From an optimization exercise on the open Yosys and OpenROAD flow, aimed at small area, a short achievable clock period and few clock cycles; shortcuts taken in it are not production practice.
Function was not checked in any run shown here: the RTL went through the layout flow alone.

==> flow/design.v (outline; a module is shown in full before it is edited, if it fits) <==
// module cmult_round_sat: 10 lines
// module axis_cmult: 3011 lines
// module cmult_fa: 4 lines
// module cmult_ha: 4 lines
module axis_cmult
#(
  parameter int IN_WIDTH  = 16,
  parameter int OUT_WIDTH = 16,
  parameter int SHIFT     = 15,
  parameter int ROUND     = 1
) (
  input  logic                     aclk,
  input  logic                     areset,
  input  logic [2*IN_WIDTH-1:0]    s_axis_a_tdata,
  input  logic                     s_axis_a_tvalid,
  output logic                     s_axis_a_tready,
  input  logic                     s_axis_a_tlast,
  input  logic [2*IN_WIDTH-1:0]    s_axis_b_tdata,
  input  logic                     s_axis_b_tvalid,
  output logic                     s_axis_b_tready,
  input  logic                     conj_b,
  output logic [2*OUT_WIDTH-1:0]   m_axis_tdata,
  output logic                     m_axis_tvalid,
  input  logic                     m_axis_tready,
  output logic                     m_axis_tlast,
  output logic                     ovf_sticky,
  input  logic                     ovf_clr
);
  // ...
==> flow/flow/run.sh <==
#!/bin/bash
# Own layout flow: the standard ORFS flow (standard.sh, standard synthesis unchanged)
# with extra ORFS make variables appended to its make command line.
set -euo pipefail
EXTRA=$(cat flow/extra_vars.txt)
sed "s|\"\${@:-finish}\"|$EXTRA \"\${@:-finish}\"|" standard.sh > my_standard.sh
bash my_standard.sh > flow_make.log 2>&1
==> flow/flow/extra_vars.txt <==
BUFFER_PORTS_ARGS="-buffer_cell sky130_fd_sc_hd__buf_1"
==> flow/standard.sh <==
#!/bin/bash
# synth_recipe.tcl (not shown) runs the flow's synth.tcl, then flattens the netlist and writes it again
# the make line also repeats each setting of config.mk as NAME=value (left out here)
make -C /OpenROAD-flow-scripts/flow DESIGN_CONFIG=/design/flow/config.mk WORK_HOME=/design/flow/orfs CLKGATE_MAP_FILE= SYNTH_SCRIPT=/design/flow/synth_recipe.tcl "${@:-finish}"
==> flow/config.mk <==
export PLATFORM = sky130hd
export DESIGN_NAME = axis_cmult
export DESIGN_NICKNAME = axis_cmult
export VERILOG_FILES = /design/flow/design.v
export SDC_FILE = /design/flow/constraint.sdc
export NUM_CORES = 4
export LEC_CHECK = 0
export CAP_MARGIN = 20
export CORE_MARGIN = 2
export CORE_UTILIZATION = 40
export SETUP_SLACK_MARGIN = 4.5
export SLEW_MARGIN = 20
export SYNTH_HIERARCHICAL = 1
==> flow/constraint.sdc <==
create_clock -name core_clock -period 8.5 [get_ports {aclk}]
set_input_delay 1.7000 -clock core_clock [delete_from_list [all_inputs] [get_ports {aclk}]]
set_output_delay 1.7000 -clock core_clock [all_outputs]
set_load 0.01 [all_outputs]
==> summary.md, run 1 <==
| Metric | Value |
|---|---|
| Gate Count Post-Synth | 2555 |
| Non-clk invs | 20 |
| DR vias/cell | around 6.4 |
| # clk buffers | 29 |
| Area contributors post-synth | fa_1, edfxtp_1, xnor2_1, a22oi_1, ha_1 |
| Post-DP HPWL | 61600 µm |
| Share of flip-flops with an asynchronous set or reset | 0.0181 |
| Min-Delay Endpoint | l2 |
| Top FF cell, synth | edfxtp_1 |
| DIE AREA | 0.0757 mm² |
| CP top delay family | adder cells |
| Clk cell area share | 0.0280 |
| Mux contribution to synthesized area | 0 |
| Most common cell in the synthesized netlist | xnor2_1 |
| Seq cells post-synth | 221 |
| Critical path required time | 8.84 ns |
| Initial core utilization | 0.404 |
| Die extent in x | 275 µm |
| Row count | 99 |
| CTS Root Cell | clkbuf_16 |
| CTS tree | built |
| RR Endpoint | re_q15_1 |
| Port bufs | between 100 and 150 |
| Largest registers | d3 (32), ai (16), ar (16) |
| Status | complete, no violations |
| First-pass GRT wire length | approximately 160000 µm |
| Met1 Wirelength | 39100 µm |
| Adder-cell share of the synthesized area | 0.363 |
| Worst r2r src | br_one[5] |
| GP Congestion | 0.895 |
| Slew @ Worst Pin | 0.931 ns |
| Core Box Area | around 0.073 mm² |
| Fraction of standard cell area in multi-input logic | 0.652 |
| HP Class | flop to flop |
| R2R Setup Slk | 4.36 ns |
| Tapcells | 959 |
| Slew HR | 0.376 |
| Dpl cell area | 0.0308 mm² |
| Crit. End Element | flop |
| CP max stage delay | 0.55 ns |
| Met2 WL | 47400 µm |
| Post-cts hold buffer count | 0 |
==> run 2: changes to the inputs <==
--- a/flow/design.v
+++ b/flow/design.v
@@ -47,29 +47,34 @@
   input  logic                     m_axis_tready,
   output logic                     m_axis_tlast,
   output logic                     ovf_sticky,
   input  logic                     ovf_clr
 );
   logic v1, v2, v3, go, take;
   assign go   = !v3 || m_axis_tready;
   assign take = s_axis_a_tvalid && s_axis_b_tvalid && go;
-  assign s_axis_a_tready = !areset && s_axis_b_tvalid && go;
-  assign s_axis_b_tready = !areset && s_axis_a_tvalid && go;
+  logic v3n;
+  assign s_axis_a_tready = !areset && s_axis_b_tvalid && (v3n || m_axis_tready);
+  assign s_axis_b_tready = !areset && s_axis_a_tvalid && (v3n || m_axis_tready);
   always_ff @(posedge aclk or posedge areset) begin
     if (areset) begin
       v1 <= 1'b0;
       v2 <= 1'b0;
       v3 <= 1'b0;
     end else if (go) begin
       v1 <= take;
       v2 <= v1;
       v3 <= v2;
     end
   end
+  always_ff @(posedge aclk or posedge areset) begin
+    if (areset) v3n <= 1'b1;
+    else if (go) v3n <= !v2;
+  end
   logic [16:0] brx, bix;
   assign brx = {s_axis_b_tdata[15:0], 1'b0};
   assign bix = {s_axis_b_tdata[31:16], 1'b0};
   logic [15:0] ar, ai;
   logic [7:0] br_one, br_two, br_neg, bi_one, bi_two, bi_nre, bi_nim;
   logic l1, l2, l3;
   always_ff @(posedge aclk) begin
     if (go) begin
==> run 2 against run 1 <==
Critical endpoint is now re_q18_1; wire length increased by 5.5%; area after synthesis increased by 1.8%; critical path depth up 1; cell count rose by 3.1%; sequential cell count is 1 higher; largest cell class unchanged; still clean; clock-buffer cell count rose by 3.
==> summary.md, run 2 <==
| Metric | Value |
|---|---|
| Max-cap violations | 0 |
| CP top delay family | adder cells |
| FMAX | 0.238 GHz |
| Synth top area share | 0.311 |
| Vias in the first global route | between 20000 and 30000 |
| Gate Count Post-Synth | 2628 (+2.9%) |
| Slew @ Worst Pin | 1.02 ns (+0.0862 ns) |
| Post-synth top cells | xnor2_1, a22oi_1, fa_1, clkbuf_1, edfxtp_1 |
| Pre-CTS setup slack | 4.06 ns |
| Unique masters post-synth | 69 |
| Sequential area share after synthesis | 0.222 |
| Critical path required time | 8.83 ns (about the same) |
| DIE AREA | 0.0771 mm² (+1.8%) |
| Crit. End Element | flop |
| Fraction of layout cells with a size suffix above 1 | 0.208 |
| Core Box Area | 0.0743 mm² (+2.0%) |
| Leading cell type in the layout, fill and taps excluded | xnor2_1 |
| Reg clk slew, reported paths | 0.06 ns |
| CP Depth | 10 |
| Number of flops mapped to enable cells by yosys | 217 |
| CP max stage delay | 0.55 ns (about the same) |
| Congestion Overflow GR | 0 |
| Max reg flops | 32 |
| Area contributors post-synth | fa_1, edfxtp_1, xnor2_1, a22oi_1, ha_1 |
| Most common cell in the synthesized netlist | xnor2_1 |
| Total number of vias | 24100 |
| H-tree Lvls | 1 |
| Worst path slowest cell | fa_2 |
| Largest registers | d3 (32), ai (16), ar (16) |
| Final Hold Vio Count | 0 |
| Area delta synth->final | 20.4% |
| Layout filler cell count | between 6000 and 7000 |
| Total negative slack | 0 ns |
| Biggest area consumer among synthesized cells | fa_1 |
| Syn Area/Cell | between 10 and 15 µm² |
| Top FF cell, synth | edfxtp_1 |
| Setup-failing EPs final | 0 |
| Largest net degree at the start of global routing | 150 |
| CTS Root Cell | clkbuf_16 |
| Seq cells post-synth | 222 (+0.45%) |
| HP Class | flop to flop |
| Mapped cell area | 0.0300 mm² |
| Die extent in x | 278 µm (+0.89%) |
| Drt pass-1 iters | 8 |
| Number of remaining DRC errors | 0 |
| Clk latency of the worst-skew pair | about 0.64 ns |
| Max FO, Critical Path | 7 |
| Nets | ~3400 |
| Initial DRC Count | approximately 3200 |
| First-pass GRT wire length | 166000 µm (+6.5%) |
| Post-cts hold buffer count | 0 (unchanged) |
| CP Buf/Inv Count | 2 |
| Most frequent CP cell | fa_1 |
| Row count | 100 (+1.0%) |
| Unrepaired setup endpoints after global routing | yes |
| Wire per inst | 30.4 µm |
| Worst Hold Slack | around 0.42 ns |
| Die height | approximately 280 µm |
| Final worst-path cycle share | 0.494 |
| Largest Register | d3 |
| Status | complete, no violations |
| CTS Buf Count | 31 |
| Slew HR | 0.322 (-0.0541) |
| CP Cell Sequence | buf_4 > buf_12 > a22oi_1 > xnor2_1 > fa_1 > fa_1 > fa_1 > fa_2 > fa_2 > fa_1 |
| Tmin final | 4.20 ns |
| Worst Skew | 0.0505 ns |
| Ys Warns | 8 |
| Worst setup path class | flop to flop |
| R2R cell count | 10 |
| WHS Path Cells | 0 |
| Port bufs | 108 (unchanged) |
| Antenna Nets Post-Route | 0 |
| TritonCTS Sinks | roughly 220 |
| Type of origin of the critical path | flop |
| Fin. max-slew vios | 0 |
| GP Congestion | 0.892 (-0.29%) |
| Antenna violations before repair | 3 |
| Final worst slack | 4.30 ns |
| Most frequent cells in the layout | xnor2_1, a22oi_1, fa_1, edfxtp_1, fa_2 |
| Overall routing resource usage | 0.287 |
| Boundary Pins | 109 |
| CTS tree | built |
| DRT Wirelength | 113000 µm |
| Crit path DAT | 4.53 ns |
| Post-DP HPWL | 61800 µm (+0.31%) |
| Share of flip-flops with an asynchronous set or reset | 0.0225 (+0.00442) |
| Dpl cell area | 0.0312 mm² (+1.5%) |
| Clock Path Buffers | 3 |
| DR vias/cell | 6.50 (+1.7%) |
| Final Cell Area | 0.0361 mm² |
| Initial core utilization | 0.403 (-0.000924) |
==> run 2: area by class of cell <==
| cell class | count | area, µm² | share of cell area |
|---|---|---|---|
| multi-input cells | 2107 | 23300 | 0.647 |
| flip-flops and latches | 222 | 6640 | 0.184 |
| diodes | 2 | 5.00 | 0.000139 |
| inverters | 23 | 90.1 | 0.00250 |
| clock buffers | 32 | 779 | 0.0216 |
| repair buffers | 329 | 3660 | 0.102 |
| clock inverters | 26 | 338 | 0.00937 |
| well taps | 969 | 1210 | 0.0336 |
==> run 2: metrics by stage <==
step           std cells   util
2_1_floorplan       2645      -
3_3_place_gp        3520  0.420
3_5_place_dp        3520  0.420
4_1_cts             3684  0.470
5_1_grt             3708  0.485
6_report            3710  0.485
==> run 2: final timing paths <==
kind / start / endpoint / slack (ns)
min in group asynchronous: areset / ovf_q / 0.89
hold / removal: l2 / l3 / 0.42
setup / recovery: br_two[5] / re_q18_1 / 4.30
setup reg to reg: br_two[5] / re_q18_1 / 4.30
hold reg to reg: l2 / l3 / 0.42
max in group asynchronous: areset / v3n / 7.30
==> run 2: cell families after synthesis <==
family,Yosys count,synth area share
compound gates,719,0.174
xor+xnor,595,0.174
fa+ha+maj,574,0.357
buf+inv,316,0.0414
flops,222,0.222
mux,1,0.000334
other cells,1,0.000125
simple gates,200,0.0322
==> run 2: metal layers <==
metal  wire (µm)  GRT usage  part of all wire  up-vias
met3       15200     0.0868              0.13      547
met1       41500      0.364              0.37    12200
li1            -          -                 -     9499
met4        8040      0.181             0.071        4
met2       48000      0.427              0.43     1922
met5          26    0.00250           0.00023        -
==> run 2: per-module statistics from Yosys, one instance, submodules excluded <==
module           copies in the design  cells inside  flip-flops and latches
cmult_round_sat                     2            57                       0
cmult_fa                          466             1                       0
cmult_ha                           46             1                       0
axis_cmult                          1          2002                     222
==> run 2: what timing repair did <==
action / 4_1_cts / 5_1_grt
endpoints found under the setup margin: 62 / 64
pin swaps: 70 / 102
buffers inserted: 77 / 20
gates cloned: 29 / 4
resized for setup: 276 / 213

==> port drivers added, routing unchanged <==
How much do the figures lean on ideal ports? The routed layouts below were timed once more, with nothing changed but the port constraints. Step 1 sets driving cells, clkbuf_16 on the clock port and buf_2 on the other inputs (assumed; they add their load-dependent delay and slew). Step 2 also shifts input and output timing later by t, the mid clock arrival at the registers, as if the neighbouring blocks saw the same clock. Slacks: ideal ports / drivers / drivers and shift; pairs: ideal ports / drivers.
run | shift t [ns] | slack for setup (ns) | slew at the worst register clock pin (ns)
run 1 | 0.657 | 4.361 / 4.361 / 4.361 | 0.07 / 0.07
run 2 | 0.672 | 4.300 / 4.300 / 4.300 | 0.07 / 0.07
After both steps setup and hold are still met in every run listed.
